From an optimization exercise on the open Yosys and OpenROAD flow, aimed at small area, a short achievable clock period and few clock cycles per item; shortcuts taken in it are not production practice.
Function was checked by simulation only, so behaviour that the tests miss may differ from the original.

## flow/design.v (module list and top-level ports; edited modules follow where they fit)
// module fsrc_axis: 1864 lines
// module foveated_shading_rate_classifier_top: 175 lines
module foveated_shading_rate_classifier_top #(
  parameter int COORD_BITS = 12
) (
  input  logic                                 clk,
  input  logic                                 rst_n,
  input  logic                                 in_tvalid,
  output logic                                 in_tready,
  input  logic [23:0]                          in_tdata,    
  output logic                                 out_tvalid,
  input  logic                                 out_tready,
  output logic [7:0]                           out_tdata,   
  input  logic                                 cfg_we,
  input  logic [fsrc_pkg::CFG_IDX_W-1:0]       cfg_index,
  input  logic [fsrc_pkg::CFG_DATA_W-1:0]      cfg_wdata
);
  // ...
==> flow/run.sh <==
#!/bin/bash
# synth_recipe.tcl (not shown) runs the flow's synth.tcl, then flattens the netlist and writes it again
# the make line also repeats each setting of config.mk as NAME=value (left out here)
make -C /OpenROAD-flow-scripts/flow DESIGN_CONFIG=/design/flow/config.mk WORK_HOME=/design/flow/orfs CLKGATE_MAP_FILE= SYNTH_SCRIPT=/design/flow/synth_recipe.tcl finish
==> flow/config.mk <==
export PLATFORM = sky130hd
export DESIGN_NAME = foveated_shading_rate_classifier_top
export DESIGN_NICKNAME = foveated_shading_rate_classifier_top
export VERILOG_FILES = /design/flow/design.v
export SDC_FILE = /design/flow/constraint.sdc
export NUM_CORES = 4
export LEC_CHECK = 0
export CAP_MARGIN = 20
export CORE_MARGIN = 2
export CORE_UTILIZATION = 40
export CTS_CLUSTER_DIAMETER = 150
export CTS_CLUSTER_SIZE = 30
export SETUP_SLACK_MARGIN = 4.7
export SLEW_MARGIN = 20
==> flow/constraint.sdc <==
create_clock -name core_clock -period 7.5 [get_ports {clk}]
set_input_delay 1.5000 -clock core_clock [delete_from_list [all_inputs] [get_ports {clk}]]
set_output_delay 1.5000 -clock core_clock [all_outputs]
set_load 0.01 [all_outputs]
==> flow_metrics.env, run 1 <==
export IMPL_nClkBuffers=34
export IMPL_gr_total_overflow=0
export IMPL_yosys_top_cells_area="dfxtp_1 (27%), fa_1 (19%), ha_1 (9.0%), mux2_2 (6.8%), a22oi_1 (4.1%)"
export IMPL_path_delay_family="compound AO/OA/AOI/OAI gates"
export IMPL_n_all_buffers=328
export IMPL_routed_wl_met2_mm=62.5
export IMPL_drive_gt1_frac=0.176
export IMPL_cts_root_buf="clkbuf_16"
export IMPL_synthFlopType="dfxtp_1"
export IMPL_final_common_cell="dfxtp_1"
export IMPL_outcome="finished clean"
export IMPL_mostFrequentLayoutCells="dfxtp_1 (587), inv_1 (527), nand2_1 (482)"
export IMPL_synth_compound_area_frac=0.149
export IMPL_synth_top_area_frac=0.274
export IMPL_setup_viol=0
export IMPL_core_um2=123000
export IMPL_wl_met1_mm=62.4
export IMPL_syn2layout_area_growth_pct=14.4
export IMPL_hp_class="reg -> reg"
export IMPL_postCtsSetupBuffers=55
export IMPL_fillers=11600
export IMPL_fin_crit_sh=0.421
export IMPL_antenna_found_initial=2
export IMPL_max_slew_margin=0.394
export IMPL_hold_viol_final=0
export IMPL_insertion_delay_ps=700
export IMPL_drt_total_wl_mm=140
export IMPL_cp_arrival_ps=3750
export IMPL_layout_cells_non_filler=6817
export IMPL_critical_path_depth=13
export IMPL_multi_input_area_share=0.593
export IMPL_cts_made_buffers=30
Testbench counts, summed over its fixed seeds: cycles 16,448, items 16,384.
==> module foveated_shading_rate_classifier_top, before the edit <==
module foveated_shading_rate_classifier_top #(
  parameter int COORD_BITS = 12
) (
  input  logic                                 clk,
  input  logic                                 rst_n,
  input  logic                                 in_tvalid,
  output logic                                 in_tready,
  input  logic [23:0]                          in_tdata,    
  output logic                                 out_tvalid,
  input  logic                                 out_tready,
  output logic [7:0]                           out_tdata,   
  input  logic                                 cfg_we,
  input  logic [fsrc_pkg::CFG_IDX_W-1:0]       cfg_index,
  input  logic [fsrc_pkg::CFG_DATA_W-1:0]      cfg_wdata
);
  localparam int NST = 7;            
  localparam int CAP = NST + 2;      
  localparam int QD  = CAP - 1;      
  logic [11:0] half_width_r;
  logic [31:0] left_center_r, right_center_r;
  logic [28:0] inv_x_r, inv_y_r;
  logic        inv_x_hi_r, inv_y_hi_r;
  logic [16:0] inner_sq_r, mid_sq_r;
  always_ff @(posedge clk) begin
    if (!rst_n) begin
      half_width_r   <= fsrc_pkg::RST_HALF_WIDTH;
      left_center_r  <= '0;
      right_center_r <= '0;
      inv_x_r        <= fsrc_pkg::RST_INV_SCALE[28:0];
      inv_x_hi_r     <= |fsrc_pkg::RST_INV_SCALE[31:29];
      inv_y_r        <= fsrc_pkg::RST_INV_SCALE[28:0];
      inv_y_hi_r     <= |fsrc_pkg::RST_INV_SCALE[31:29];
      inner_sq_r     <= fsrc_pkg::RST_INNER_SQ;
      mid_sq_r       <= fsrc_pkg::RST_MID_SQ;
    end else if (cfg_we) begin
      case (cfg_index)
        fsrc_pkg::CFG_HALF_WIDTH:   half_width_r   <= cfg_wdata[11:0];
        fsrc_pkg::CFG_LEFT_CENTER:  left_center_r  <= cfg_wdata;
        fsrc_pkg::CFG_RIGHT_CENTER: right_center_r <= cfg_wdata;
        fsrc_pkg::CFG_INV_SCALE_X: begin
          inv_x_r    <= cfg_wdata[28:0];
          inv_x_hi_r <= |cfg_wdata[31:29];
        end
        fsrc_pkg::CFG_INV_SCALE_Y: begin
          inv_y_r    <= cfg_wdata[28:0];
          inv_y_hi_r <= |cfg_wdata[31:29];
        end
        fsrc_pkg::CFG_INNER_SQ:     inner_sq_r     <= cfg_wdata[16:0];
        fsrc_pkg::CFG_MID_SQ:       mid_sq_r       <= cfg_wdata[16:0];
        default: ;
      endcase
    end
  end
  logic [3:0]     cnt_r;             
  logic           rdy_r, rdy_q;       
  logic [NST-1:0] v_r;
  logic           acc, dlv;
  logic [3:0]     cnt_nxt;
  assign in_tready = rdy_q;
  assign acc = in_tvalid & rdy_r;
  assign dlv = out_tvalid & out_tready;
  always_comb begin
    cnt_nxt = cnt_r;
    if (acc && !dlv) cnt_nxt = cnt_r + 4'd1;
    if (!acc && dlv) cnt_nxt = cnt_r - 4'd1;
  end
  always_ff @(posedge clk) begin
    if (!rst_n) begin
      cnt_r <= '0;
      rdy_r <= 1'b1;
      rdy_q <= 1'b1;
      v_r   <= '0;
    end else begin
      cnt_r <= cnt_nxt;
      rdy_r <= (cnt_nxt < 4'(CAP));
      rdy_q <= (cnt_nxt != 4'(CAP));   
      v_r   <= {v_r[NST-2:0], acc};
    end
  end
  logic [11:0] tx_r, ty_r;
  logic        left_r;
  always_ff @(posedge clk) begin
    tx_r   <= in_tdata[11:0];
    ty_r   <= in_tdata[23:12];
    left_r <= (in_tdata[11:0] < half_width_r);
  end
  logic [31:0] centre;
  assign centre = left_r ? left_center_r : right_center_r;
  logic [16:0] sqx, sqy;
  logic        ovx, ovy;
  fsrc_axis u_axis_x (
    .clk    (clk),
    .t      (tx_r),
    .c      (centre[15:0]),
    .inv    (inv_x_r),
    .inv_hi (inv_x_hi_r),
    .sq     (sqx),
    .ov     (ovx)
  );
  fsrc_axis u_axis_y (
    .clk    (clk),
    .t      (ty_r),
    .c      (centre[31:16]),
    .inv    (inv_y_r),
    .inv_hi (inv_y_hi_r),
    .sq     (sqy),
    .ov     (ovy)
  );
  function automatic logic gt3(input logic [20:0] x, input logic [20:0] y,
                               input logic [20:0] t);
    logic [20:0] nt, s, c;
    logic [21:0] r;
    nt  = ~t;
    s   = x ^ y ^ nt;
    c   = (x & y) | (nt & (x ^ y));
    r   = {1'b0, s} + {c, 1'b0};
    gt3 = r[21];
  endfunction
  logic        ok, in_all, mid_all;
  logic        le_inner, gt_a, gt_b, le_mid, le_one;
  logic [1:0]  cls_nxt, cls_r;
  always_comb begin
    ok       = !(ovx || ovy);
    in_all   = &inner_sq_r;
    mid_all  = &mid_sq_r;
    le_inner = in_all || (ok && !gt3({4'd0, sqx}, {4'd0, sqy}, {4'd0, inner_sq_r}));
    gt_a     = !in_all && (!ok || gt3({4'd0, sqx}, {2'd0, sqy, 2'b00}, {4'd0, inner_sq_r}));
    gt_b     = !in_all && (!ok || gt3({2'd0, sqx, 2'b00}, {4'd0, sqy}, {4'd0, inner_sq_r}));
    le_mid   = mid_all || (ok && !gt3({4'd0, sqx}, {4'd0, sqy}, {4'd0, mid_sq_r}));
    le_one   = ok && !gt3({4'd0, sqx}, {4'd0, sqy}, 21'd65536);
    if (le_inner)    cls_nxt = (gt_a && gt_b) ? 2'd1 : 2'd0;
    else if (le_mid) cls_nxt = 2'd1;
    else if (le_one) cls_nxt = 2'd2;
    else             cls_nxt = 2'd3;
  end
  always_ff @(posedge clk) begin
    cls_r <= cls_nxt;
  end
  logic [1:0]  q_mem [QD];
  logic [3:0]  q_head_r, q_tail_r;
  logic [3:0]  q_cnt_r;
  logic        ov_r, ov_q;          
  logic [1:0]  od_r;
  logic        take, from_q, push;
  assign take   = !ov_r || out_tready;
  assign from_q = take && (q_cnt_r != 4'd0);
  assign push   = v_r[NST-1] && !(take && (q_cnt_r == 4'd0));
  always_ff @(posedge clk) begin
    if (!rst_n) begin
      ov_r     <= 1'b0;
      ov_q     <= 1'b0;
      q_head_r <= '0;
      q_tail_r <= '0;
      q_cnt_r  <= '0;
    end else begin
      if (take) ov_q <= from_q || v_r[NST-1];
      if (take) begin
        if (from_q) begin
          ov_r <= 1'b1;
        end else begin
          ov_r <= v_r[NST-1];
        end
      end
      if (from_q) q_head_r <= (q_head_r == 4'(QD - 1)) ? 4'd0 : q_head_r + 4'd1;
      if (push)   q_tail_r <= (q_tail_r == 4'(QD - 1)) ? 4'd0 : q_tail_r + 4'd1;
      q_cnt_r <= q_cnt_r + {3'b000, push} - {3'b000, from_q};
    end
  end
  always_ff @(posedge clk) begin
    if (take) od_r <= from_q ? q_mem[q_head_r] : cls_r;
    if (push) q_mem[q_tail_r] <= cls_r;
  end
  assign out_tvalid = ov_q;
  assign out_tdata  = {6'b000000, od_r};
endmodule
==> run 2, diff against run 1 <==
--- a/flow/design.v
+++ b/flow/design.v
@@ -85,20 +85,20 @@
   logic pp58;
   logic pg59;
   logic pp60;
   logic pg61;
   logic pp62;
   logic pg63;
   logic pp64;
   logic [15:0] m;
-  logic [30:0] inv3_r;
+  logic [7:0] d1, d2, d3;
   logic [15:0] hi_or;
   logic big_r;
-  logic [7:0] d1, d2, d3;
+  logic [30:0] inv3_r;
   logic q65;
   logic q66;
   logic q67;
   logic q68;
   logic q69;
   logic q70;
   logic q71;
   logic q72;
@@ -1012,32 +1012,16 @@
   assign cy[9] = pg49 | (pp50 & pg63);
   assign cy[10] = pg51 | (pp52 & pg63);
   assign cy[11] = pg53 | (pp54 & pg63);
   assign cy[12] = pg55 | (pp56 & pg63);
   assign cy[13] = pg57 | (pp58 & pg63);
   assign cy[14] = pg59 | (pp60 & pg63);
   assign cy[15] = pg61 | (pp62 & pg63);
   assign dd = pp ^ cy ^ {16{~co}};
-  assign hi_or[0] = inv_hi;
-  assign hi_or[1] = hi_or[0] | inv[28];
-  assign hi_or[2] = hi_or[1] | inv[27];
-  assign hi_or[3] = hi_or[2] | inv[26];
-  assign hi_or[4] = hi_or[3] | inv[25];
-  assign hi_or[5] = hi_or[4] | inv[24];
-  assign hi_or[6] = hi_or[5] | inv[23];
-  assign hi_or[7] = hi_or[6] | inv[22];
-  assign hi_or[8] = hi_or[7] | inv[21];
-  assign hi_or[9] = hi_or[8] | inv[20];
-  assign hi_or[10] = hi_or[9] | inv[19];
-  assign hi_or[11] = hi_or[10] | inv[18];
-  assign hi_or[12] = hi_or[11] | inv[17];
-  assign hi_or[13] = hi_or[12] | inv[16];
-  assign hi_or[14] = hi_or[13] | inv[15];
-  assign hi_or[15] = hi_or[14] | inv[14];
   assign d1[0] = m[0] & ~m[1];
   assign d2[0] = ~m[0] & m[1];
   assign d3[0] = m[0] & m[1];
   assign d1[1] = m[2] & ~m[3];
   assign d2[1] = ~m[2] & m[3];
   assign d3[1] = m[2] & m[3];
   assign d1[2] = m[4] & ~m[5];
   assign d2[2] = ~m[4] & m[5];
@@ -1052,16 +1036,32 @@
   assign d2[5] = ~m[10] & m[11];
   assign d3[5] = m[10] & m[11];
   assign d1[6] = m[12] & ~m[13];
   assign d2[6] = ~m[12] & m[13];
   assign d3[6] = m[12] & m[13];
   assign d1[7] = m[14] & ~m[15];
   assign d2[7] = ~m[14] & m[15];
   assign d3[7] = m[14] & m[15];
+  assign hi_or[0] = inv_hi;
+  assign hi_or[1] = hi_or[0] | inv[28];
+  assign hi_or[2] = hi_or[1] | inv[27];
+  assign hi_or[3] = hi_or[2] | inv[26];
+  assign hi_or[4] = hi_or[3] | inv[25];
+  assign hi_or[5] = hi_or[4] | inv[24];
+  assign hi_or[6] = hi_or[5] | inv[23];
+  assign hi_or[7] = hi_or[6] | inv[22];
+  assign hi_or[8] = hi_or[7] | inv[21];
+  assign hi_or[9] = hi_or[8] | inv[20];
+  assign hi_or[10] = hi_or[9] | inv[19];
+  assign hi_or[11] = hi_or[10] | inv[18];
+  assign hi_or[12] = hi_or[11] | inv[17];
+  assign hi_or[13] = hi_or[12] | inv[16];
+  assign hi_or[14] = hi_or[13] | inv[15];
+  assign hi_or[15] = hi_or[14] | inv[14];
   assign q65 = (d1[0] & inv[0]) | (d3[0] & inv3_r[0]);
   assign q66 = (d1[0] & inv[1]) | (d2[0] & inv[0]) | (d3[0] & inv3_r[1]);
   assign q67 = (d1[0] & inv[2]) | (d2[0] & inv[1]) | (d3[0] & inv3_r[2]);
   assign q68 = (d1[0] & inv[3]) | (d2[0] & inv[2]) | (d3[0] & inv3_r[3]);
   assign q69 = (d1[0] & inv[4]) | (d2[0] & inv[3]) | (d3[0] & inv3_r[4]);
   assign q70 = (d1[0] & inv[5]) | (d2[0] & inv[4]) | (d3[0] & inv3_r[5]);
   assign q71 = (d1[0] & inv[6]) | (d2[0] & inv[5]) | (d3[0] & inv3_r[6]);
   assign q72 = (d1[0] & inv[7]) | (d2[0] & inv[6]) | (d3[0] & inv3_r[7]);
@@ -1712,18 +1712,18 @@
   assign c802 = ((e[12] & e[16]) & (e[13] & e[15])) | (c750 & ((e[12] & e[16]) ^ (e[13] & e[15])));
   assign s803 = (e[13] & e[16]) ^ (e[14] & e[15]) ^ e[15];
   assign c804 = ((e[13] & e[16]) & (e[14] & e[15])) | (e[15] & ((e[13] & e[16]) ^ (e[14] & e[15])));
   assign qa = {1'b0, sr865, sr863, sr861, sr859, sr857, sr855, sr853, sr851, sr849, sr847, sr845, sr843, sr841, sr839, sr837, sr835, sr833, sr831, sr829, sr827, sr825, sr823, sr821, sr819, sr817, sr815, sr813, sr811, sr809, sr808, sr806, 1'b0, sr805};
   assign qb = {1'b0, sr866, sr864, sr862, sr860, sr858, sr856, sr854, sr852, sr850, sr848, sr846, sr844, sr842, sr840, sr838, sr836, sr834, sr832, sr830, sr828, sr826, sr824, sr822, sr820, sr818, sr816, sr814, sr812, sr810, 1'b0, sr807, 1'b0, 1'b0};
   assign q = qa + qb;
   always_ff @(posedge clk) begin
     m <= dd;
-    inv3_r <= {2'b00, inv} + {1'b0, inv, 1'b0};
     big_r <= |(m & hi_or);
+    inv3_r <= {2'b00, inv} + {1'b0, inv, 1'b0};
     mr453 <= q65;
     mr454 <= q66;
     mr455 <= q67;
     mr456 <= q95;
     mr457 <= q68;
     mr458 <= q96;
     mr459 <= q69;
     mr460 <= q97;
@@ -1896,45 +1896,48 @@
   localparam int NST = 7;            
   localparam int CAP = NST + 2;      
   localparam int QD  = CAP - 1;      
   logic [11:0] half_width_r;
   logic [31:0] left_center_r, right_center_r;
   logic [28:0] inv_x_r, inv_y_r;
   logic        inv_x_hi_r, inv_y_hi_r;
   logic [16:0] inner_sq_r, mid_sq_r;
+  logic [31:0] wd0, wd1;             
+  logic [6:0]  ld;                   
+  assign wd0 = cfg_wdata & {32{rst_n}};
+  assign wd1 = cfg_wdata | {32{!rst_n}};
+  always_comb begin
+    for (int k = 0; k < 7; k++) begin
+      ld[k] = !rst_n || (cfg_we && (cfg_index == 3'(k)));
+    end
+  end
+  function automatic logic [31:0] ldv(input logic [31:0] dflt, input logic [31:0] w0,
+                                      input logic [31:0] w1);
+    ldv = (w1 & dflt) | (w0 & ~dflt);
+  endfunction
+  logic [31:0] d_hw, d_inv, d_inner, d_mid;
+  assign d_hw    = ldv(32'(fsrc_pkg::RST_HALF_WIDTH), wd0, wd1);
+  assign d_inv   = ldv(fsrc_pkg::RST_INV_SCALE, wd0, wd1);
+  assign d_inner = ldv(32'(fsrc_pkg::RST_INNER_SQ), wd0, wd1);
+  assign d_mid   = ldv(32'(fsrc_pkg::RST_MID_SQ), wd0, wd1);
   always_ff @(posedge clk) begin
-    if (!rst_n) begin
-      half_width_r   <= fsrc_pkg::RST_HALF_WIDTH;
-      left_center_r  <= '0;
-      right_center_r <= '0;
-      inv_x_r        <= fsrc_pkg::RST_INV_SCALE[28:0];
-      inv_x_hi_r     <= |fsrc_pkg::RST_INV_SCALE[31:29];
-      inv_y_r        <= fsrc_pkg::RST_INV_SCALE[28:0];
-      inv_y_hi_r     <= |fsrc_pkg::RST_INV_SCALE[31:29];
-      inner_sq_r     <= fsrc_pkg::RST_INNER_SQ;
-      mid_sq_r       <= fsrc_pkg::RST_MID_SQ;
-    end else if (cfg_we) begin
-      case (cfg_index)
-        fsrc_pkg::CFG_HALF_WIDTH:   half_width_r   <= cfg_wdata[11:0];
-        fsrc_pkg::CFG_LEFT_CENTER:  left_center_r  <= cfg_wdata;
-        fsrc_pkg::CFG_RIGHT_CENTER: right_center_r <= cfg_wdata;
-        fsrc_pkg::CFG_INV_SCALE_X: begin
-          inv_x_r    <= cfg_wdata[28:0];
-          inv_x_hi_r <= |cfg_wdata[31:29];
-        end
-        fsrc_pkg::CFG_INV_SCALE_Y: begin
-          inv_y_r    <= cfg_wdata[28:0];
-          inv_y_hi_r <= |cfg_wdata[31:29];
-        end
-        fsrc_pkg::CFG_INNER_SQ:     inner_sq_r     <= cfg_wdata[16:0];
-        fsrc_pkg::CFG_MID_SQ:       mid_sq_r       <= cfg_wdata[16:0];
-        default: ;
-      endcase
+    if (ld[fsrc_pkg::CFG_HALF_WIDTH])   half_width_r   <= d_hw[11:0];
+    if (ld[fsrc_pkg::CFG_LEFT_CENTER])  left_center_r  <= wd0;
+    if (ld[fsrc_pkg::CFG_RIGHT_CENTER]) right_center_r <= wd0;
+    if (ld[fsrc_pkg::CFG_INV_SCALE_X]) begin
+      inv_x_r    <= d_inv[28:0];
+      inv_x_hi_r <= |d_inv[31:29];
+    end
+    if (ld[fsrc_pkg::CFG_INV_SCALE_Y]) begin
+      inv_y_r    <= d_inv[28:0];
+      inv_y_hi_r <= |d_inv[31:29];
     end
+    if (ld[fsrc_pkg::CFG_INNER_SQ])     inner_sq_r     <= d_inner[16:0];
+    if (ld[fsrc_pkg::CFG_MID_SQ])       mid_sq_r       <= d_mid[16:0];
   end
   logic [3:0]     cnt_r;             
   logic           rdy_r, rdy_q;       
   logic [NST-1:0] v_r;
   logic           acc, dlv;
   logic [3:0]     cnt_nxt;
   assign in_tready = rdy_q;
   assign acc = in_tvalid & rdy_r;
@@ -1981,38 +1984,40 @@
     .clk    (clk),
     .t      (ty_r),
     .c      (centre[31:16]),
     .inv    (inv_y_r),
     .inv_hi (inv_y_hi_r),
     .sq     (sqy),
     .ov     (ovy)
   );
-  function automatic logic gt3(input logic [20:0] x, input logic [20:0] y,
-                               input logic [20:0] t);
-    logic [20:0] nt, s, c;
-    logic [21:0] r;
+  function automatic logic gt3(input logic [17:0] x, input logic [17:0] y,
+                               input logic [17:0] t);
+    logic [17:0] nt, s, c;
+    logic [18:0] r;
     nt  = ~t;
     s   = x ^ y ^ nt;
     c   = (x & y) | (nt & (x ^ y));
     r   = {1'b0, s} + {c, 1'b0};
-    gt3 = r[21];
+    gt3 = r[18];
   endfunction
   logic        ok, in_all, mid_all;
   logic        le_inner, gt_a, gt_b, le_mid, le_one;
   logic [1:0]  cls_nxt, cls_r;
   always_comb begin
     ok       = !(ovx || ovy);
     in_all   = &inner_sq_r;
     mid_all  = &mid_sq_r;
-    le_inner = in_all || (ok && !gt3({4'd0, sqx}, {4'd0, sqy}, {4'd0, inner_sq_r}));
-    gt_a     = !in_all && (!ok || gt3({4'd0, sqx}, {2'd0, sqy, 2'b00}, {4'd0, inner_sq_r}));
-    gt_b     = !in_all && (!ok || gt3({2'd0, sqx, 2'b00}, {4'd0, sqy}, {4'd0, inner_sq_r}));
-    le_mid   = mid_all || (ok && !gt3({4'd0, sqx}, {4'd0, sqy}, {4'd0, mid_sq_r}));
-    le_one   = ok && !gt3({4'd0, sqx}, {4'd0, sqy}, 21'd65536);
+    le_inner = in_all || (ok && !gt3({1'b0, sqx}, {1'b0, sqy}, {1'b0, inner_sq_r}));
+    gt_a     = !in_all && (!ok || (|sqy[16:15]) ||
+                           gt3({1'b0, sqx}, {1'b0, sqy[14:0], 2'b00}, {1'b0, inner_sq_r}));
+    gt_b     = !in_all && (!ok || (|sqx[16:15]) ||
+                           gt3({1'b0, sqx[14:0], 2'b00}, {1'b0, sqy}, {1'b0, inner_sq_r}));
+    le_mid   = mid_all || (ok && !gt3({1'b0, sqx}, {1'b0, sqy}, {1'b0, mid_sq_r}));
+    le_one   = ok && !gt3({1'b0, sqx}, {1'b0, sqy}, 18'd65536);
     if (le_inner)    cls_nxt = (gt_a && gt_b) ? 2'd1 : 2'd0;
     else if (le_mid) cls_nxt = 2'd1;
     else if (le_one) cls_nxt = 2'd2;
     else             cls_nxt = 2'd3;
   end
   always_ff @(posedge clk) begin
     cls_r <= cls_nxt;
   end
==> flow/config.mk (replaced) <==
export PLATFORM = sky130hd
export DESIGN_NAME = foveated_shading_rate_classifier_top
export DESIGN_NICKNAME = foveated_shading_rate_classifier_top
export VERILOG_FILES = /design/flow/design.v
export SDC_FILE = /design/flow/constraint.sdc
export NUM_CORES = 4
export LEC_CHECK = 0
export CAP_MARGIN = 20
export CORE_MARGIN = 2
export CORE_UTILIZATION = 40
export SETUP_SLACK_MARGIN = 4.7
export SLEW_MARGIN = 20
==> run 2 against run 1 <==
  * Fmax up 4.3%
  * Sequential share of layout area increased by 2.1 points
  * Synthesized area shrank 2.2%
  * Critical path depth fell by 3
  * First-iteration DRC count is 10% lower
  * Still clean
  * Worst setup slack better by 130 ps
  * Register-to-register slack improved by 130 ps
  * Cell count shrank 5.8%
  * Count of clock-buffer cells in the layout rose by 74
  * Non-clock buffer count is 64 higher
==> flow_metrics.env, run 2 <==
export IMPL_drive_gt1_frac=0.226
export IMPL_regArea_um2=16000
export IMPL_worst_slack_ps=4470
export IMPL_tns_ps=0
export IMPL_dr_wl_met3_mm=9.91
export IMPL_via_count=34900
export IMPL_max_cap_violations=0
export IMPL_gp_congestion=0.859
export IMPL_critPathSlowestCell="o32ai_2"
export IMPL_firstDrtPassIters=5
export IMPL_top_regs="left_center_r (32), right_center_r (32)"
export IMPL_timing_fmax_mhz=330
export IMPL_grt_pass1_wl_mm=204
export IMPL_core_um2=120000
export IMPL_tightest_slew_ps=674
export IMPL_grt_total_usage=0.208
export IMPL_io_pins=74
export IMPL_fillers=10800
export IMPL_fin_crit_sh=0.403
export IMPL_gr_total_overflow=0
export IMPL_cts_sinks=698
export IMPL_num_antenna_cells=0
export IMPL_cts_made_buffers=81
export IMPL_setup_viol=0
export IMPL_die_area_um2=124000
export IMPL_start_util=0.404
export IMPL_final_setup_skew_ps=21.3
export IMPL_synthTopCellsByCount="inv_1 (514), dfxtp_1 (510), fa_1 (468)"
export IMPL_rows=127
export IMPL_synthFlopType="dfxtp_1"
export IMPL_maxSlewViolCount=0
export IMPL_syn_inst=4490
export IMPL_synth_edff_count=188
export IMPL_drc=0
export IMPL_rsz0062_at_grt="true"
export IMPL_avgSynthCellArea_um2=10.8
export IMPL_wl_met1_mm=57.7
export IMPL_crit_path_start_kind="flop"
export IMPL_insertion_delay_ps=670
export IMPL_grt_max_degree=38
export IMPL_wl_per_cell_um=20.8
export IMPL_synth_top_area_frac=0.210
export IMPL_cts_root_buf="clkbuf_16"
export IMPL_final_common_cell="inv_1"
export IMPL_path_clk_slew_ps=60
export IMPL_drt_total_wl_mm=134
export IMPL_pre_cts_ws_ps=3440
export IMPL_syn_area_um2=48700
export IMPL_cts_tree="built"
export IMPL_drt_iter0_drc=2620
export IMPL_cts_max_path_buffers=3
export IMPL_antenna_found_initial=5
export IMPL_cts_htree_levels=3
export IMPL_yosysWarningCount=2
export IMPL_ys_seq_elements=698
export IMPL_synth_adder_area_share=0.284
export IMPL_synth_top_family_by_area="adder cells"
export IMPL_hp_class="reg -> reg"
export IMPL_yosys_cell_count_top_type="inv_1"
export IMPL_routed_wl_met2_mm=61.7
export IMPL_grt_pass1_vias=35800
export IMPL_max_slew_margin=0.549
export IMPL_synth_compound_area_frac=0.124
export IMPL_yosys_mux_area_fraction=0.0865
export IMPL_mostFrequentLayoutCells="inv_1 (504), fa_1 (461), dfxtp_1 (449)"
export IMPL_via_per_inst=5.44
export IMPL_path_max_fanout=20
export IMPL_slowest_delay_ps=590
export IMPL_die_y_um=353
export IMPL_synth_xor_area_share=0.0311
export IMPL_port_buffers=67
export IMPL_hold_viol_final=0
export IMPL_multi_input_area_um2=31600
export IMPL_path_class="reg -> reg"
export IMPL_syn2layout_area_growth_pct=20.4
export IMPL_cp_arrival_ps=3570
export IMPL_crit_path_cell_trace="buf_4 -> bufbuf_16 -> o32ai_2 -> a31o_1 -> a21oi_1 -> nor2b_2 -> a21oi_4 -> o31ai_2 -> a21oi_2 -> xnor2_1"
export IMPL_synth_seq_area_share=0.326
export IMPL_dp_hpwl_mm=89.4
export IMPL_synth_async_sr_flop_share=0
export IMPL_final_antenna_net_count=0
export IMPL_endpoint_kind="flop"
export IMPL_yosysUniqueCellTypes=77
export IMPL_outcome="finished clean"
export IMPL_crit_required_ps=8050
export IMPL_yosys_top_cells_area="dfxtp_1 (21%), fa_1 (19%), edfxtp_1 (12%), ha_1 (9.1%), mux2_2 (7.2%)"
export IMPL_min_period_ps=3030
export IMPL_yosys_area_top_type="dfxtp_1"
export IMPL_yosys_area_share_simple=0.0906
export IMPL_nets=5628
export IMPL_top_layer_used="met5"
export IMPL_die_width_um=353
run 2: cell types whose count changed after synthesis, moves of 14 or more:
cell and change:
a21boi_1 -162, a21oi_1 -20, and2_1 +29, clkbuf_1 -50
dfxtp_1 -170, edfxtp_1 +170, inv_1 -23, mux2_1 -14
nand2_1 -351
run 2: repair_timing:
| item | in CTS | in global routing |
|---|---|---|
| buffers inserted | 117 | 122 |
| resized for setup | 254 | 228 |
| pin swaps | 82 | 115 |
| cloned | 12 | 9 |
| setup endpoints to repair | 386 | 264 |
| hold buffers | 0 | 0 |
run 2: area by class of cell:
class / instances / share of cell area
clock buffers: 108 / 0.0393
clock inverters: 41 / 0.00957
inverters: 515 / 0.0334
multi-input cells: 3054 / 0.540
flip-flops and latches: 698 / 0.274
well taps: 1612 / 0.0344
repair buffers: 392 / 0.0696
run 2: path summary, 6_finish.rpt:
| kind | startpoint | end | slack, ps | depth (start not counted) |
|---|---|---|---|---|
| worst max-delay path | left_r$_DFF_P_ | u_axis_y.m[14]$_DFF_P_ | 4470 | 10 |
| worst min-delay path | u_axis_y.eo$_DFF_P_ | u_axis_y.eo2$_DFF_P_ | 330 | 0 |
| worst max register to register | left_r$_DFF_P_ | u_axis_y.m[14]$_DFF_P_ | 4470 | 10 |
| worst min register to register | u_axis_y.eo$_DFF_P_ | u_axis_y.eo2$_DFF_P_ | 330 | 0 |
run 2: per-layer routing:
metal | track usage | up-vias
li1 | - | 16000
met1 | 0.279 | 17400
met2 | 0.336 | 1203
met3 | 0.0397 | 281
met4 | 0.0732 | 6
met5 | 0 | -
run 2: critical path: cells and delay by family, from the launching register on:
kind / cells / cell delay [ps]
compound gates: 6 / 1690
buf+inv: 2 / 430
flops: 1 / 370
simple gates: 1 / 260
xor+xnor: 1 / 150
run 2: kinds of logic (layout without fill, tap and decap cells):
| family | after synthesis | after routing |
|---|---|---|
| compound gates | 862 | 865 |
| xor+xnor | 173 | 173 |
| fa+ha+maj | 822 | 822 |
| buf+inv | 746 | 1056 |
| flops | 698 | 698 |
| mux | 375 | 375 |
| other cells | 1 | 6 |
| simple gates | 813 | 813 |
run 2: metrics by stage:
step	hold slack, ps	cell area (um2)	util	instances
6_report	331	58600	0.487	6420
5_1_grt	334	58600	0.487	6420
4_1_cts	333	56300	0.468	6289
3_5_place_dp	315	51200	0.426	6011
3_3_place_gp	315	51200	0.426	6011
2_1_floorplan	310	49000	-	4495
Testbench counts of run 2, summed over its fixed seeds: cycles 16,448, items 16,384.
==> run 3, diff against run 2 <==
--- a/flow/config.mk
+++ b/flow/config.mk
@@ -5,8 +5,11 @@
 export SDC_FILE = /design/flow/constraint.sdc
 export NUM_CORES = 4
 export LEC_CHECK = 0
+export ABC_AREA = 1
 export CAP_MARGIN = 20
 export CORE_MARGIN = 2
 export CORE_UTILIZATION = 40
+export CTS_CLUSTER_DIAMETER = 100
+export CTS_CLUSTER_SIZE = 20
 export SETUP_SLACK_MARGIN = 4.7
 export SLEW_MARGIN = 20
==> run 3 against run 2 <==
  * Still clean on timing, DRC and antenna
  * Via count increased by 19%
  * Register-to-register slack improved by 200 ps
  * First-iteration DRC count increased by 85%
  * Highest routed layer unchanged
==> flow_metrics.env, run 3 <==
export IMPL_outcome="finished clean"
export IMPL_routed_wl_met2_mm=67.4
export IMPL_synth_async_sr_flop_share=0
export IMPL_cts_max_path_buffers=3
export IMPL_max_cap_violations=0
export IMPL_start_util=0.403
export IMPL_crit_required_ps=8040
export IMPL_dp_cells=7337
export IMPL_whs_ps=333
export IMPL_cts_hold_buffers=0
export IMPL_slowest_delay_ps=510
export IMPL_grt_pass1_wl_mm=237
export IMPL_antenna_found_initial=5
export IMPL_yosys_area_top_type="dfxtp_1"
export IMPL_cts_tree="built"
export IMPL_path_max_fanout=10
export IMPL_crit_path_start_kind="flop"
export IMPL_hold_depth=0
export IMPL_wl_met1_mm=67.7
export IMPL_r2r_cells=13
export IMPL_min_period_ps=2830
export IMPL_gr_total_overflow=0
export IMPL_core_um2=124000
export IMPL_avgSynthCellArea_um2=8.61
export IMPL_cts_htree_levels=2
export IMPL_drc=0
export IMPL_layout_cells_non_filler=7607
export IMPL_yosys_cell_count_top_type="inv_1"
export IMPL_dr_wl_met3_mm=14.5
export IMPL_via_count=41500
export IMPL_drt_iter0_drc=4855
export IMPL_yosysUniqueCellTypes=53
export IMPL_top_layer_used="met5"
export IMPL_crit_path_cell_trace="inv_1 -> nor2_4 -> clkinvlp_4 -> buf_4 -> o22ai_2 -> a21oi_1 -> fa_1 -> inv_1 -> fa_1 -> xnor2_1 -> xor2_1 -> xor2_1 -> inv_1"
export IMPL_via_per_inst=5.45
export IMPL_gp_congestion=0.962
export IMPL_tns_ps=0
export IMPL_final_antenna_net_count=0
export IMPL_tightest_slew_ps=908
export IMPL_yosys_top_cells_area="dfxtp_1 (20%), fa_1 (19%), edfxtp_1 (11%), ha_1 (8.9%), inv_1 (8.7%)"
export IMPL_critPathSlowestCell="fa_1"
export IMPL_mostFrequentLayoutCells="inv_1 (1,128), nand2_1 (943), a21oi_1 (506)"
export IMPL_grt_max_degree=57
export IMPL_synthTopCellsByCount="inv_1 (1,159), nand2_1 (964), a21oi_1 (519)"
export IMPL_drive_gt1_frac=0.0933
export IMPL_nets=6827
export IMPL_die_width_um=357
export IMPL_num_antenna_cells=0
export IMPL_syn_area_um2=49800
export IMPL_path_class="reg -> reg"
export IMPL_path_clk_slew_ps=90
export IMPL_die_y_um=357
export IMPL_firstDrtPassIters=9
export IMPL_fin_crit_sh=0.377
export IMPL_io_pins=74
export IMPL_rsz0062_at_grt="true"
export IMPL_synth_top_area_frac=0.205
export IMPL_synthFlopType="dfxtp_1"
export IMPL_final_common_cell="inv_1"
export IMPL_synth_seq_area_share=0.318
export IMPL_cts_made_buffers=45
export IMPL_endpoint_kind="flop"
export IMPL_wl_per_cell_um=20.5
export IMPL_top_regs="left_center_r (32), right_center_r (32)"
export IMPL_grt_total_usage=0.240
export IMPL_insertion_delay_ps=660
export IMPL_yosysWarningCount=2
export IMPL_worst_path_most_repeated_cell="inv_1"
export IMPL_port_buffers=67
export IMPL_rows=129
export IMPL_cts_sinks=698
export IMPL_hold_viol_final=0
export IMPL_final_setup_skew_ps=29.8
export IMPL_timing_fmax_mhz=354
export IMPL_grt_pass1_vias=40400
export IMPL_synth_edff_count=188
export IMPL_syn2layout_area_growth_pct=13.0
export IMPL_hp_class="reg -> reg"
export IMPL_ys_seq_elements=698
export IMPL_cp_arrival_ps=3370
export IMPL_fillers=12000
export IMPL_dp_hpwl_mm=116
export IMPL_max_slew_margin=0.395
export IMPL_maxSlewViolCount=0
export IMPL_syn_inst=5792
export IMPL_setup_viol=0
export IMPL_drt_total_wl_mm=156
export IMPL_cts_root_buf="clkbuf_16"
export IMPL_die_area_um2=127000
-- run 3: layout make-up --
class | count | area, um2 | share of cell area
timing repair buffer | 282 | 2520 | 0.0448
timing repair inverter | 4 | 27.5 | 0.000489
inverter | 1180 | 4550 | 0.0808
clock buffer | 63 | 1260 | 0.0223
multi-input combinational | 3730 | 29700 | 0.527
sequential | 698 | 16000 | 0.285
clock inverter | 13 | 198 | 0.00351
tap | 1637 | 2050 | 0.0364
-- run 3: per-stage QoR --
stage	area (um2)	utilization	setup WS [ps]
finish	56300	0.456	4670
global route	56300	0.456	4550
CTS	54800	0.443	4560
detailed placement	52200	0.422	3670
global placement	52200	0.422	3710
floorplan	50000	-	4520
-- run 3: cell families (layout without fill, tap and decap cells) --
family,count (synthesis),count (layout),synth area share
multiplexers,30,30,0.00618
buffers and inverters,1375,1542,0.105
AO/OA/AOI/OAI,1187,1189,0.141
AND/OR/NAND/NOR,1514,1518,0.125
XOR/XNOR,165,165,0.0290
flip-flops,698,698,0.318
other,1,6,0.0000752
adder cells (fa/ha/maj),822,822,0.277
-- run 3: layer usage --
metal / vias to the layer above / track usage
met5: - / 0
met4: 4 / 0.0833
met3: 432 / 0.0517
met2: 1962 / 0.365
met1: 19900 / 0.337
li1: 19100 / -
-- run 3: final timing paths --
kind | slack, ps | startpoint | to
min reg2reg | 330 | u_axis_x.eo$_DFF_P_ | u_axis_x.eo2$_DFF_P_
max | 4670 | u_axis_y.m[3]$_DFF_P_ | u_axis_y.mr536$_DFF_P_
min | 330 | u_axis_x.eo$_DFF_P_ | u_axis_x.eo2$_DFF_P_
max reg2reg | 4670 | u_axis_y.m[3]$_DFF_P_ | u_axis_y.mr536$_DFF_P_
-- run 3: critical path, delay by kind of cell, from the launching register on --
family / cells / cell delay [ps]
adders and majority gates: 2 / 920
xor gates and xnor gates: 3 / 540
buffers and inverters: 5 / 500
DFF: 1 / 380
and+or+nand+nor: 1 / 190
AOI/OAI and AO/OA: 2 / 180
-- run 3: repair_timing --
action                     CTS  global route
buffers inserted            84            97
setup endpoints to repair  266           174
pin swaps                   14            41
gates cloned                 9             3
resized for setup          152           201
==> run 4, diff against run 3 <==
--- a/flow/config.mk
+++ b/flow/config.mk
@@ -5,7 +5,6 @@
 export SDC_FILE = /design/flow/constraint.sdc
 export NUM_CORES = 4
 export LEC_CHECK = 0
-export ABC_AREA = 1
 export CAP_MARGIN = 20
 export CORE_MARGIN = 2
 export CORE_UTILIZATION = 40
==> run 4 against run 3 <==
  * Still clean
  * Global-route usage shrank 3.5 points
  * Register-to-register slack lost 220 ps
  * Synthesized cell count is 22% lower
  * Sequential share of layout area down 0.42 points
  * Fmax shrank 7.3%
  * Synthesized area is 2.4% lower
  * Die area down 2.4%
  * Non-clock buffer count is 105 higher
  * Critical path depth unchanged
  * Core utilization grew 2.0 points
  * Count of clock-buffer cells in the layout grew 1
==> flow_metrics.env, run 4 <==
export IMPL_outcome="finished clean"
export IMPL_slowest_delay_ps=490
export IMPL_die_y_um=353
export IMPL_hp_class="reg -> reg"
export IMPL_hold_viol_final=0
export IMPL_io_pins=74
export IMPL_yosys_area_top_type="dfxtp_1"
export IMPL_maxSlewViolCount=0
export IMPL_critPathSlowestCell="edfxtp_1"
export IMPL_mostFrequentLayoutCells="inv_1 (504), fa_1 (460), dfxtp_1 (445)"
export IMPL_reg2reg_from="inner_sq_r[2]$_DFFE_PP_"
export IMPL_yosys_cell_count_top_type="inv_1"
export IMPL_ff2ff_setup_slack_ps=4450
export IMPL_die_area_um2=124000
export IMPL_synth_seq_area_share=0.326
export IMPL_die_width_um=353
export IMPL_start_util=0.404
export IMPL_synth_edff_count=188
export IMPL_grt_total_usage=0.205
export IMPL_avgSynthCellArea_um2=10.8
export IMPL_rsz0062_at_grt="true"
export IMPL_fillers=11000
export IMPL_yosysUniqueCellTypes=77
export IMPL_syn_area_um2=48700
export IMPL_wl_per_cell_um=20.9
export IMPL_firstDrtPassIters=5
export IMPL_path_class="reg -> reg"
export IMPL_fin_crit_sh=0.407
export IMPL_antenna_found_initial=6
export IMPL_via_per_inst=5.46
export IMPL_top_regs="left_center_r (32), right_center_r (32)"
export IMPL_cts_root_buf="clkbuf_16"
export IMPL_drc=0
export IMPL_gp_congestion=0.859
export IMPL_core_um2=120000
export IMPL_crit_required_ps=8030
export IMPL_port_buffers=67
export IMPL_worst_path_most_repeated_cell="o21a_1"
export IMPL_cts_made_buffers=44
export IMPL_crit_path_cell_trace="inv_2 -> buf_4 -> fa_1 -> ha_1 -> and4b_1 -> o21a_1 -> o21a_1 -> o21a_1 -> o211ai_1 -> a21oi_1 -> o21ai_1 -> o21ai_1 -> and3_4"
export IMPL_synth_top_area_frac=0.210
export IMPL_cts_hold_buffers=0
export IMPL_dp_hpwl_mm=89.4
export IMPL_hold_depth=0
export IMPL_drt_total_wl_mm=132
export IMPL_syn_inst=4490
export IMPL_synthTopCellsByCount="inv_1 (514), dfxtp_1 (510), fa_1 (468)"
export IMPL_yosysWarningCount=2
export IMPL_setup_viol=0
export IMPL_min_period_ps=3050
export IMPL_path_clk_slew_ps=80
export IMPL_cp_arrival_ps=3580
export IMPL_path_delay_family="compound AO/OA/AOI/OAI gates"
export IMPL_tightest_slew_ps=685
export IMPL_insertion_delay_ps=670
export IMPL_fin_util=0.475
export IMPL_r2r_cells=13
export IMPL_cts_max_path_buffers=3
export IMPL_max_slew_margin=0.543
export IMPL_nets=5586
export IMPL_min_delay_start="u_axis_y.eo$_DFF_P_"
export IMPL_grt_max_degree=38
export IMPL_tns_ps=0
export IMPL_cts_tree="built"
export IMPL_final_antenna_net_count=0
export IMPL_rows=127
export IMPL_layout_cells_non_filler=6346
export IMPL_hold_path_end="u_axis_y.eo2$_DFF_P_"
export IMPL_yosys_top_cells_area="dfxtp_1 (21%), fa_1 (19%), edfxtp_1 (12%), ha_1 (9.1%), mux2_2 (7.2%)"
export IMPL_drt_iter0_drc=2808
export IMPL_synth_async_sr_flop_share=0
export IMPL_endpoint_kind="flop"
export IMPL_drive_gt1_frac=0.215
export IMPL_path_max_fanout=2
export IMPL_syn2layout_area_growth_pct=17.5
export IMPL_grt_pass1_wl_mm=203
export IMPL_final_setup_skew_ps=43.6
export IMPL_synthFlopType="dfxtp_1"
export IMPL_ys_seq_elements=698
export IMPL_gr_total_overflow=0
export IMPL_crit_path_start_kind="flop"
export IMPL_max_cap_violations=0
export IMPL_dp_cells=6011
export IMPL_r2r_end="cls_r[0]$_DFF_P_"
export IMPL_cts_sinks=698
export IMPL_cts_htree_levels=2
export IMPL_via_count=34600
export IMPL_final_common_cell="inv_1"
export IMPL_timing_fmax_mhz=328
export IMPL_cp_buffers_inverters=2
export IMPL_grt_pass1_vias=35300
run 4: cell count changes after synthesis, sizes merged, moves of 151 or more:
cell / delta
mux2: +322
inv: -651
and2: +292
a21oi: -386
nor2: -151
o22ai: -264
a22oi: +269
nand2: -830
run 4: what timing repair did:
item | in CTS | in global routing
cloned | 13 | 10
resized for setup | 260 | 231
endpoints found under the setup margin | 388 | 181
buffers inserted | 125 | 107
pin swaps | 89 | 105
run 4: final cells by class:
class	instances	area (um2)	area share
multi-input combinational	3054	31700	0.555
sequential	698	16000	0.280
timing repair buffer	387	4080	0.0714
tap	1612	2020	0.0353
inverter	515	1960	0.0343
clock buffer	64	1210	0.0211
clock inverter	14	146	0.00256
antenna	2	5.00	0.0000876
run 4: cell families (layout without fill, tap and decap cells):
group           count (synthesis)  in the layout  synth area share
buf+inv                       746            980            0.0581
mux                           375            375            0.0865
fa+ha+maj                     822            822             0.284
compound gates                862            865             0.124
simple gates                  813            813            0.0906
xor+xnor                      173            173            0.0311
other cells                     1              8         0.0000771
flops                         698            698             0.326
run 4: how the worst max path moves through the flow:
stage,start,endpoint,slack (ps),cells past startpoint
2_1_floorplan,left_r$_DFF_P_,u_axis_y.m[11]$_DFF_P_,4400,14
3_3_place_gp,cfg_index[1],left_center_r[25]$_DFFE_PP_,3490,3
3_5_place_dp,cfg_we,inv_y_r[25]$_DFFE_PP_,3440,3
4_1_cts,u_axis_y.mr474$_DFF_P_,u_axis_y.eo$_DFF_P_,4440,12
5_1_grt,u_axis_y.mr474$_DFF_P_,u_axis_y.e[15]$_DFF_P_,4300,13
6_report,inner_sq_r[2]$_DFFE_PP_,cls_r[0]$_DFF_P_,4450,13
run 4: routing by layer:
metal | vias to the layer above | part of all wire | wire length [um] | GRT usage
li1 | 15800 | - | - | -
met1 | 17300 | 0.43 | 57500 | 0.282
met2 | 1255 | 0.46 | 60800 | 0.335
met3 | 282 | 0.073 | 9670 | 0.0315
met4 | 4 | 0.033 | 4360 | 0.0597
met5 | - | 0.00014 | 19 | 0
run 4: metrics by stage:
step	hold slack (ps)	instance area, um2	setup WS (ps)
final	333	57200	4450
after global routing	340	57200	4300
after CTS	335	55000	4440
after detailed placement	315	51200	3440
after global placement	315	51200	3490
after floorplan	310	49000	4400
==> run 5, diff against run 4 <==
--- a/flow/config.mk
+++ b/flow/config.mk
@@ -5,9 +5,10 @@
 export SDC_FILE = /design/flow/constraint.sdc
 export NUM_CORES = 4
 export LEC_CHECK = 0
+export ABC_AREA = 1
 export CAP_MARGIN = 20
 export CORE_MARGIN = 2
-export CORE_UTILIZATION = 40
+export CORE_UTILIZATION = 48
 export CTS_CLUSTER_DIAMETER = 100
 export CTS_CLUSTER_SIZE = 20
 export SETUP_SLACK_MARGIN = 4.7
==> run 5 against run 4 <==
  * Non-clock buffer count fell by 85
  * Final area fell by 1.9%
  * Clock skew rose by 6.4 ps
  * Via count rose by 20%
  * Critical path type unchanged
  * Largest cell class unchanged
==> flow_metrics.env, run 5 <==
export IMPL_yosys_area_top_type="dfxtp_1"
export IMPL_cts_tree="built"
export IMPL_setup_viol=0
export IMPL_final_antenna_net_count=0
export IMPL_drc=0
export IMPL_grt_total_usage=0.292
export IMPL_synth_edff_count=188
export IMPL_path_max_fanout=10
export IMPL_cts_sinks=698
export IMPL_io_pins=74
export IMPL_grt_pass1_vias=40300
export IMPL_gr_total_overflow=0
export IMPL_endpoint_kind="flop"
export IMPL_synth_seq_area_share=0.318
export IMPL_final_common_cell="inv_1"
export IMPL_crit_required_ps=8040
export IMPL_synth_top_area_frac=0.205
export IMPL_max_slew_margin=0.333
export IMPL_max_cap_violations=0
export IMPL_tns_ps=0
export IMPL_die_area_um2=106000
export IMPL_drive_gt1_frac=0.0995
export IMPL_syn_inst=5792
export IMPL_synthFlopType="dfxtp_1"
export IMPL_timing_fmax_mhz=353
export IMPL_syn_area_um2=49800
export IMPL_hold_viol_final=0
export IMPL_ff2ff_setup_slack_ps=4660
export IMPL_drt_iter0_drc=4233
export IMPL_min_period_ps=2840
export IMPL_core_um2=103000
export IMPL_fillers=9459
export IMPL_gp_congestion=1.00
export IMPL_cts_root_buf="clkbuf_16"
export IMPL_outcome="finished clean"
export IMPL_wl_per_cell_um=21.5
export IMPL_yosysWarningCount=2
export IMPL_yosys_top_cells_area="dfxtp_1 (20%), fa_1 (19%), edfxtp_1 (11%), ha_1 (8.9%), inv_1 (8.7%)"
export IMPL_mostFrequentLayoutCells="inv_1 (1,129), nand2_1 (939), a21oi_1 (499)"
export IMPL_nets=6845
export IMPL_tightest_slew_ps=1000
export IMPL_num_antenna_cells=0
export IMPL_crit_path_start="inv_x_r[4]$_DFFE_PP_"
export IMPL_dp_hpwl_mm=116
export IMPL_avgSynthCellArea_um2=8.61
export IMPL_cts_htree_levels=2
export IMPL_antenna_found_initial=4
export IMPL_path_clk_slew_ps=90
export IMPL_top_regs="left_center_r (32), right_center_r (32)"
export IMPL_reg2reg_from="inv_x_r[4]$_DFFE_PP_"
export IMPL_final_setup_skew_ps=50.0
export IMPL_fin_crit_sh=0.378
export IMPL_r2r_end="u_axis_x.mr497$_DFF_P_"
export IMPL_path_class="reg -> reg"
export IMPL_cp_arrival_ps=3370
export IMPL_via_count=41700
export IMPL_r2r_cells=6
export IMPL_rsz0062_at_grt="true"
export IMPL_cts_made_buffers=42
export IMPL_regArea_um2=16100
export IMPL_hp_class="reg -> reg"
export IMPL_worstSetupEndpoint="u_axis_x.mr497$_DFF_P_"
export IMPL_port_buffers=67
export IMPL_multi_input_area_um2=29800
export IMPL_grt_pass1_wl_mm=240
export IMPL_synthTopCellsByCount="inv_1 (1,159), nand2_1 (964), a21oi_1 (519)"
export IMPL_firstDrtPassIters=8
export IMPL_cts_max_path_buffers=3
export IMPL_start_util=0.483
export IMPL_grt_max_degree=57
export IMPL_ys_seq_elements=698
export IMPL_maxSlewViolCount=0
export IMPL_yosys_cell_count_top_type="inv_1"
export IMPL_insertion_delay_ps=660
export IMPL_drt_total_wl_mm=158
export IMPL_die_width_um=326
export IMPL_crit_path_start_kind="flop"
export IMPL_via_per_inst=5.67
export IMPL_yosysUniqueCellTypes=53
export IMPL_syn2layout_area_growth_pct=12.5
export IMPL_die_y_um=326
export IMPL_rows=118
export IMPL_synth_async_sr_flop_share=0
==> run 5: cell types whose count changed after synthesis, moves of 99 or more <==
cell      delta
and2_1     -292
mux2_2     -313
nor2_1     +147
a22oi_1    -269
o22ai_1    +264
nand2_1    +830
inv_1      +645
a21oi_1    +386
o221ai_1    +99
==> run 5: timing repair <==
action	4_1_cts	5_1_grt
pin swaps	15	26
setup buffers	91	120
endpoints found under the hold margin	0	0
gates cloned	8	6
gates resized for setup	196	182
setup endpoints to repair	330	221
hold buffers	0	0
==> run 5: critical path: stages, from the launching register on <==
cell and delay, ps:
edfxtp_1 730, clkinv_1 540, o22ai_1 240, a21oi_1 90, fa_1 600, inv_1 70
fa_1 420
==> run 5: how the worst min path moves through the flow <==
stage	to	cells after the start	from
finish	u_axis_y.eo2$_DFF_P_	0	u_axis_y.eo$_DFF_P_
global route	u_axis_y.eo2$_DFF_P_	0	u_axis_y.eo$_DFF_P_
CTS	u_axis_y.eo2$_DFF_P_	0	u_axis_y.eo$_DFF_P_
detailed placement	u_axis_y.eo2$_DFF_P_	0	u_axis_y.eo$_DFF_P_
global placement	u_axis_y.eo2$_DFF_P_	0	u_axis_y.eo$_DFF_P_
floorplan	u_axis_x.eo2$_DFF_P_	0	u_axis_x.eo$_DFF_P_
==> run 5: kinds of logic after synthesis <==
kind of cell,Yosys count,synth area share
and+or+nand+nor,1514,0.125
buffers and inverters,1375,0.105
AOI/OAI and AO/OA,1187,0.141
adders and majority gates,822,0.277
DFF,698,0.318
xor gates and xnor gates,165,0.0290
muxes,30,0.00618
other,1,0.0000752
==> run 5: layout make-up <==
cell class,count,area share
clock buffers,60,0.0209
multi-input cells,3732,0.531
inverters,1180,0.0811
well taps,1380,0.0308
clock inverters,7,0.00219
repair inverters,3,0.000424
repair buffers,302,0.0472
flip-flops and latches,698,0.287
==> run 5: metrics by stage <==
| stage | hold WS, ps | area (um2) | util | worst slack (ps) | std cells |
|---|---|---|---|---|---|
| final | 331 | 56100 | 0.543 | 4660 | 7362 |
| after global routing | 346 | 56100 | 0.543 | 4590 | 7362 |
| after CTS | 333 | 54400 | 0.527 | 4430 | 7236 |
| after detailed placement | 314 | 51800 | 0.502 | 3700 | 7070 |
| after global placement | 313 | 51800 | 0.502 | 3730 | 7070 |
| after floorplan | 310 | 50000 | - | 4520 | 5797 |
==> run 5: layer usage <==
| metal | wire (um) | up-vias | global-route usage |
|---|---|---|---|
| li1 | - | 19200 | - |
| met1 | 65600 | 19900 | 0.397 |
| met2 | 70400 | 2118 | 0.458 |
| met3 | 14600 | 510 | 0.0570 |
| met4 | 7810 | 0 | 0.117 |
| met5 | 0 | - | 0 |
==> run 6, diff against run 5 <==
--- a/flow/config.mk
+++ b/flow/config.mk
@@ -8,8 +8,9 @@
 export ABC_AREA = 1
 export CAP_MARGIN = 20
 export CORE_MARGIN = 2
-export CORE_UTILIZATION = 48
+export CORE_UTILIZATION = 40
 export CTS_CLUSTER_DIAMETER = 100
 export CTS_CLUSTER_SIZE = 20
 export SETUP_SLACK_MARGIN = 4.7
 export SLEW_MARGIN = 20
+export TNS_END_PERCENT = 30
==> run 6 against run 5 <==
  * Register-to-register slack got worse by 60 ps
  * Highest routed layer is now met5
  * First-iteration DRC count rose by 14%
  * Still clean
  * Final area fell by 1.4%
  * Routed wire length fell by 5.1%
  * Cell count rose by 2.4%
  * Largest cell class unchanged
==> flow_metrics.env, run 6 <==
export IMPL_final_common_cell="inv_1"
export IMPL_synth_top_family_by_area="adder cells"
export IMPL_grt_total_usage=0.233
export IMPL_core_um2=124000
export IMPL_cts_sinks=698
export IMPL_ys_seq_elements=698
export IMPL_final_antenna_net_count=0
export IMPL_timing_fmax_mhz=346
export IMPL_dp_hpwl_mm=114
export IMPL_hold_depth=0
export IMPL_yosys_top_cells_area="dfxtp_1 (20%), fa_1 (19%), edfxtp_1 (11%), ha_1 (8.9%), inv_1 (8.7%)"
export IMPL_die_width_um=357
export IMPL_crit_path_start_kind="flop"
export IMPL_path_max_fanout=5
export IMPL_r2r_cells=9
export IMPL_cp_arrival_ps=3460
export IMPL_die_y_um=357
export IMPL_cts_htree_levels=2
export IMPL_yosysWarningCount=2
export IMPL_syn2layout_area_growth_pct=10.9
export IMPL_tightest_slew_ps=1000
export IMPL_worst_path_most_repeated_cell="fa_1"
export IMPL_syn_area_um2=49800
export IMPL_synth_seq_area_share=0.318
export IMPL_crit_required_ps=8070
export IMPL_tns_ps=0
export IMPL_port_buffers=67
export IMPL_cts_max_path_buffers=3
export IMPL_yosys_mux_area_fraction=0.00618
export IMPL_firstDrtPassIters=8
export IMPL_worst_slack_ps=4610
export IMPL_layout_cells_non_filler=7538
export IMPL_die_area_um2=127000
export IMPL_via_per_inst=5.44
export IMPL_io_pins=74
export IMPL_cts_tree="built"
export IMPL_yosysUniqueCellTypes=53
export IMPL_slowest_delay_ps=520
export IMPL_nets=6758
export IMPL_max_slew_margin=0.332
export IMPL_avgSynthCellArea_um2=8.61
export IMPL_fin_util=0.447
export IMPL_dp_cells=7331
export IMPL_path_clk_slew_ps=90
export IMPL_rows=129
export IMPL_endpoint_kind="flop"
export IMPL_final_setup_skew_ps=57.1
export IMPL_critPathSlowestCell="fa_1"
export IMPL_setup_viol=0
export IMPL_yosys_cell_count_top_type="inv_1"
export IMPL_synth_adder_area_share=0.277
export IMPL_drc=0
export IMPL_crit_path_cell_trace="nor2_4 -> clkinvlp_4 -> clkbuf_16 -> o22ai_1 -> a21oi_1 -> fa_1 -> fa_1 -> inv_1 -> fa_1"
export IMPL_synth_xor_area_share=0.0290
export IMPL_antenna_found_initial=4
export IMPL_yosys_area_top_type="dfxtp_1"
export IMPL_maxSlewViolCount=0
export IMPL_insertion_delay_ps=680
export IMPL_syn_inst=5792
export IMPL_rsz0062_at_grt="true"
export IMPL_synth_top_area_frac=0.205
export IMPL_grt_pass1_vias=39900
export IMPL_synthTopCellsByCount="inv_1 (1,159), nand2_1 (964), a21oi_1 (519)"
export IMPL_mostFrequentLayoutCells="inv_1 (1,139), nand2_1 (945), a21oi_1 (510)"
export IMPL_gr_total_overflow=0
export IMPL_path_class="reg -> reg"
export IMPL_pre_cts_ws_ps=3610
export IMPL_top_regs="left_center_r (32), right_center_r (32)"
export IMPL_min_period_ps=2890
export IMPL_hold_viol_final=0
export IMPL_synthFlopType="dfxtp_1"
export IMPL_start_util=0.403
export IMPL_hp_class="reg -> reg"
export IMPL_fin_crit_sh=0.386
export IMPL_drt_iter0_drc=4839
export IMPL_synth_compound_area_frac=0.141
export IMPL_grt_pass1_wl_mm=232
export IMPL_synth_edff_count=188
export IMPL_yosys_area_share_simple=0.125
export IMPL_outcome="finished clean"
export IMPL_via_count=41000
export IMPL_cts_root_buf="clkbuf_16"
export IMPL_cts_made_buffers=43
export IMPL_synth_async_sr_flop_share=0
export IMPL_grt_max_degree=55
export IMPL_wl_per_cell_um=19.9
export IMPL_max_cap_violations=0
export IMPL_drt_total_wl_mm=150
export IMPL_drive_gt1_frac=0.0731
export IMPL_gp_congestion=0.998
[run 6: kinds of logic after synthesis]
| logic type | count (synthesis) |
|---|---|
| simple gates | 1514 |
| buf+inv | 1375 |
| compound gates | 1187 |
| fa+ha+maj | 822 |
| flops | 698 |
| xor+xnor | 165 |
| mux | 30 |
| other cells | 1 |
[run 6: cell type report]
| type | count | area, um2 |
|---|---|---|
| fill | 12200 | 68400 |
| multi-input combinational | 3726 | 29400 |
| sequential | 698 | 16000 |
| inverter | 1180 | 4510 |
| timing repair buffer | 218 | 2050 |
| tap | 1637 | 2050 |
| clock buffer | 62 | 1150 |
| clock inverter | 10 | 109 |
| timing repair inverter | 5 | 38.8 |
| antenna | 2 | 5.00 |
[run 6: per-layer routing]
layer  global-route usage  share of wire
met1                0.320           0.43
met2                0.361           0.44
met3               0.0514          0.093
met4               0.0846          0.042
met5                    0         0.0013
[run 6: metrics by stage]
stage               hold slack [ps]  cell area [um2]
finish                          340            55300
global route                    356            55300
CTS                             345            54300
detailed placement              324            52100
global placement                317            52100
floorplan                       310            49900
[run 6: worst max-delay path, delay by kind of cell, from the launching register on]
family	cells	cell delay, ps
fa+ha+maj	3	1440
buf+inv	3	500
flops	1	370
simple gates	1	260
compound gates	2	200
[run 6: timing repair]
action / CTS / global route
pin swaps: 16 / 21
hold buffers: 0 / 0
setup buffers: 67 / 53
endpoints found under the hold margin: 0 / 0
resized for setup: 130 / 157
gates cloned: 7 / 4
setup endpoints to repair: 236 / 175
[run 6: final timing paths]
| check | slack (ps) | end | start |
|---|---|---|---|
| worst max-delay path | 4610 | u_axis_y.mr497$_DFF_P_ | u_axis_y.m[0]$_DFF_P_ |
| worst min-delay path | 340 | u_axis_x.eo2$_DFF_P_ | u_axis_x.eo$_DFF_P_ |
| worst max register to register | 4610 | u_axis_y.mr497$_DFF_P_ | u_axis_y.m[0]$_DFF_P_ |
| worst min register to register | 340 | u_axis_x.eo2$_DFF_P_ | u_axis_x.eo$_DFF_P_ |

## what the ideal ports hide
No port has a modelled driver above. Below, the same layouts with a new extraction and two added sets of constraints. Step 1: set_driving_cell puts a clkbuf_16 on clk and a buf_2 on each other input, an assumption about the parent block. Step 2 times the ports against the registers' clock, not the clock port: input delays grow and output delays shrink by t, the midpoint of the rising clock arrivals with the driver on. Slacks: no drivers / after step 1 / after step 2; pairs: no drivers / after step 1.
| run | t (ns) | setup WS [ns] | worst setup path after step 2 | latest minus earliest clock arrival (ns) | worst slew at a driven data input, ns |
|---|---|---|---|---|---|
| run 1 | 0.744 | 4.344 / 4.344 / 3.998 | input to register | 0.059 / 0.059 | 0.06 |
| run 2 | 0.732 | 4.474 / 4.474 / 3.964 | input to register | 0.023 / 0.023 | 0.19 |
| run 3 | 0.715 | 4.672 / 4.672 / 4.052 | input to register | 0.034 / 0.034 | 0.08 |
| run 4 | 0.720 | 4.448 / 4.448 / 3.988 | input to register | 0.056 / 0.055 | 0.18 |
| run 5 | 0.707 | 4.665 / 4.665 / 4.043 | input to register | 0.057 / 0.056 | 0.10 |
| run 6 | 0.727 | 4.607 / 4.580 / 4.019 | input to register | 0.065 / 0.064 | 0.07 |
After both steps every run listed still meets setup and hold. For run 5, which loses most, drivers alone change the setup slack by 0.000 ns; drivers and shift together by -0.622 ns.
